This is an optimization exercise on Yosys and OpenROAD, whose aim is a short achievable clock period and few clock cycles, not a production implementation.
Only simulation tests tie the RTL to the original design; equivalence was not proved.
No driver is modelled on the clock port, so clocking that relies on it looks cheaper here than on a real chip.
No activity file was given, so power comes from the tool's default toggle rates.

Design busCpu, start of the top module:
module busCpu (
    input  logic                       Clock,
    input  logic                       rst,
    input  logic                       instrValid,
    input  logic [32-1:0]     instrWord,
    output logic                       instrReady,
    output logic                       retireValid,
    output logic [4-1:0] retireDest,
    output logic [32-1:0]     retireData
);
Size: roughly 73 I/O pins, about 97000 um2 of cells after synthesis.
==> flow/config.mk <==
export PLATFORM = sky130hd
export DESIGN_NAME = busCpu
export DESIGN_NICKNAME = busCpu
export VERILOG_FILES = /design/flow/design.v
export SDC_FILE = /design/flow/constraint.sdc
export NUM_CORES = 4
export LEC_CHECK = 0
export ABC_CLOCK_PERIOD_IN_PS = 1000
export CAP_MARGIN = 20
export CORE_MARGIN = 2
export CORE_UTILIZATION = 60
export CTS_BUF_LIST = sky130_fd_sc_hd__clkbuf_16
export CTS_CLUSTER_DIAMETER = 80
export CTS_CLUSTER_SIZE = 20
export SLEW_MARGIN = 20
export SYNTH_HIERARCHICAL = 1
export SYNTH_MINIMUM_KEEP_SIZE = 0
==> flow/constraint.sdc <==
create_clock -name core_clock -period 11.0 [get_ports {Clock}]
set_input_delay 2.2000 -clock core_clock [delete_from_list [all_inputs] [get_ports {Clock}]]
set_output_delay 2.2000 -clock core_clock [all_outputs]
set_load 0.01 [all_outputs]
standard.sh (not shown) runs the stock make flow with config.mk's settings and CLKGATE_MAP_FILE= SYNTH_SCRIPT=/design/flow/synth_recipe.tcl, a recipe that flattens the netlist after the stock synthesis.
==> flow/flow/run.sh <==
#!/bin/bash
# The standard layout (standard.sh, standard synthesis included), with two
# changes to how the layout is made:
set -euo pipefail
export SETUP_SLACK_MARGIN=${SETUP_SLACK_MARGIN:-7.5}
export PRE_CTS_TCL=$PWD/flow/move_out_ffs.tcl
bash standard.sh > standard_flow.log 2>&1
==> flow/flow/move_out_ffs.tcl <==
# Move each flip-flop that drives an output port's buffer next to that
# buffer, then legalize. Run after placement, before clock tree synthesis.
set block [ord::get_db_block]
set moved 0
foreach bterm [$block getBTerms] {
  if { [$bterm getIoType] != "OUTPUT" } { continue }
  set net [$bterm getNet]
  if { $net == "NULL" } { continue }
  set buf ""
  foreach it [$net getITerms] {
    if { [$it isOutputSignal] } { set buf [$it getInst] }
  }
  if { $buf == "" } { continue }
  set in_net ""
  foreach it [$buf getITerms] {
    if { [$it isInputSignal] && [$it getNet] != "NULL" } { set in_net [$it getNet] }
  }
  if { $in_net == "" } { continue }
  set drv ""
  foreach it [$in_net getITerms] {
    if { [$it isOutputSignal] } { set drv [$it getInst] }
  }
  if { $drv == "" } { continue }
  if { ![[$drv getMaster] isSequential] } { continue }
  lassign [$buf getLocation] bx by
  $drv setLocation $bx $by
  incr moved
}
puts "move_out_ffs: moved $moved flip-flops next to their output buffers"
detailed_placement
check_placement -verbose
Testbench counts at the start, summed over its fixed seeds: cycles 16,168.
Rerun with:
--- a/flow/design.v
+++ b/flow/design.v
@@ -4651,13 +4651,13 @@
         .e2 (eff2), .e3 (eff3), .e4 (eff4), .e5 (eff5), .e6 (res6), .rf (rfB),
         .p2 (pd2), .p3 (pd3), .p4 (pd4), .p5 (pd5),
         .n2 (nx2), .n3 (nx3), .n4 (nx4), .hs (hs),
         .val (valB1), .stl (stlB1), .by1 (by1B1), .by2 (by2B1),
         .byM (byMB1), .byMhs (byMhsB1)
     );
-    assign stall = v1 & needOps1 & (stlA1 | stlB1);
+    assign stall = v1 & ((needOps1 & (stlA1 | stlB1)) | (isMul1 & (by1A1 | by1B1)));
     logic mulBusy1;
     assign mulBusy1 = mulv[2] | mulv[3] | mulv[4] | mulv[5];
     always_ff @(posedge Clock) begin
         if (rst) begin
             v <= '0;
         end else begin
@@ -4727,13 +4727,12 @@
                     ({16{fOr2}} & (aL2 | bX2)) | ({16{fVal2}} & eff2[15:0]);
     logic [15:0] hiA2, hiB2;
     assign hiA2 = by2A2 ? res4[31:16] : sAh2 ? hiReg[31:16] : sAl2 ? loReg[31:16] : opA2[31:16];
     assign hiB2 = by2B2 ? res4[31:16] : sBh2 ? hiReg[31:16] : sBl2 ? loReg[31:16] : opB2[31:16];
     logic        fSum3, fAnd3, fOr3, fVal3;
     logic        sBr3p, sBr3n, sBo3;
-    logic        mBy1A3, mBy1B3;    
     always_ff @(posedge Clock) begin
         rc3     <= rc2;
         res3    <= {eff2[31:16], aluLo2};
         c3      <= cL2;
         aLo3    <= aL2;
         bLo3    <= bX2;
@@ -4745,14 +4744,12 @@
         fOr3    <= fOr2;
         fVal3   <= fVal2;
         by1A3   <= by1A2;
         sBr3p   <= by1B2 & ~sub2;
         sBr3n   <= by1B2 & sub2;
         sBo3    <= ~by1B2;
-        mBy1A3  <= by1A2 & mul[2];
-        mBy1B3  <= by1B2 & mul[2];
     end
     logic [15:0] aH3, bH3, sumH3, aluHi3;
     logic [63:0] prod;
     assign aH3    = by1A3 ? res4[31:16] : aHi3;
     assign bH3    = ({16{sBr3p}} & res4[31:16]) | ({16{sBr3n}} & ~res4[31:16]) |
                     ({16{sBo3}} & bHi3);
@@ -4762,19 +4759,16 @@
         .cin  (c3),
         .s    (sumH3),
         .cout ()
     );
     assign aluHi3 = ({16{fSum3}} & sumH3) | ({16{fAnd3}} & (aH3 & bH3)) |
                     ({16{fOr3}} & (aH3 | bH3)) | ({16{fVal3}} & eff3[31:16]);
-    logic [15:0] mAH3, mBH3;
-    assign mAH3 = mBy1A3 ? res4[31:16] : aHi3;
-    assign mBH3 = mBy1B3 ? res4[31:16] : bHi3;
     aluUnit aluUnit_i (
         .Clock (Clock),
-        .a     ({mAH3, aLo3}),
-        .b     ({mBH3, bLo3}),
+        .a     ({aHi3, aLo3}),
+        .b     ({bHi3, bLo3}),
         .p     (prod)
     );
     always_ff @(posedge Clock) begin
         rc4     <= rc3;
         res4    <= {aluHi3, alu[3] ? res3[15:0] : eff3[15:0]};
     end
Core utilization drops by 0.16 points.
Flip-flop and latch count fell by 2.
Count of clock-buffer cells in the layout climbs by 2.
Wire length is higher by 4.4%.
First-iteration DRC count came out higher by 11%.
Maximum frequency hardly moves.
Cell count increases by 0.83%.
Final area increases by 0.54%.
Synthesized cell count climbs by 0.84%.
Via count climbs by 2.4%.
Power came out higher by 2.7%.
Area after synthesis goes up by 0.33%.
Setup slack is about the same.
Die area grows by 0.33%.
Testbench counts after the change, summed over its fixed seeds: cycles 16,283.

static timing again, ports no longer ideal:
The results above use ideal ports. As a check the final layouts listed here were re-extracted and re-timed, cells and wires unchanged. Step 1 sets driving cells, clkbuf_16 on the clock port and buf_2 on the other inputs (assumed; they add their load-dependent delay and slew). Step 2 also shifts input and output timing later by t, the mid clock arrival at the registers, as if the neighbouring blocks saw the same clock. a / b / c = no drivers / after step 1 / after step 2; a / b = the first two.
| run | t (ns) | setup WS [ns] | worst setup path at the end | latest minus earliest clock arrival (ns) | slew at the worst register clock pin (ns) |
|---|---|---|---|---|---|
| the first run | 0.873 | 7.522 / 7.441 / 7.032 | input to register | 0.043 / 0.043 | 0.10 / 0.10 |
| the second run | 0.866 | 7.523 / 7.439 / 6.881 | input to register | 0.073 / 0.072 | 0.09 / 0.09 |
After both steps setup and hold are still met in every run listed. The setup slack of the second run, which loses most, moves by -0.084 ns with the drivers and by -0.642 ns with both steps.
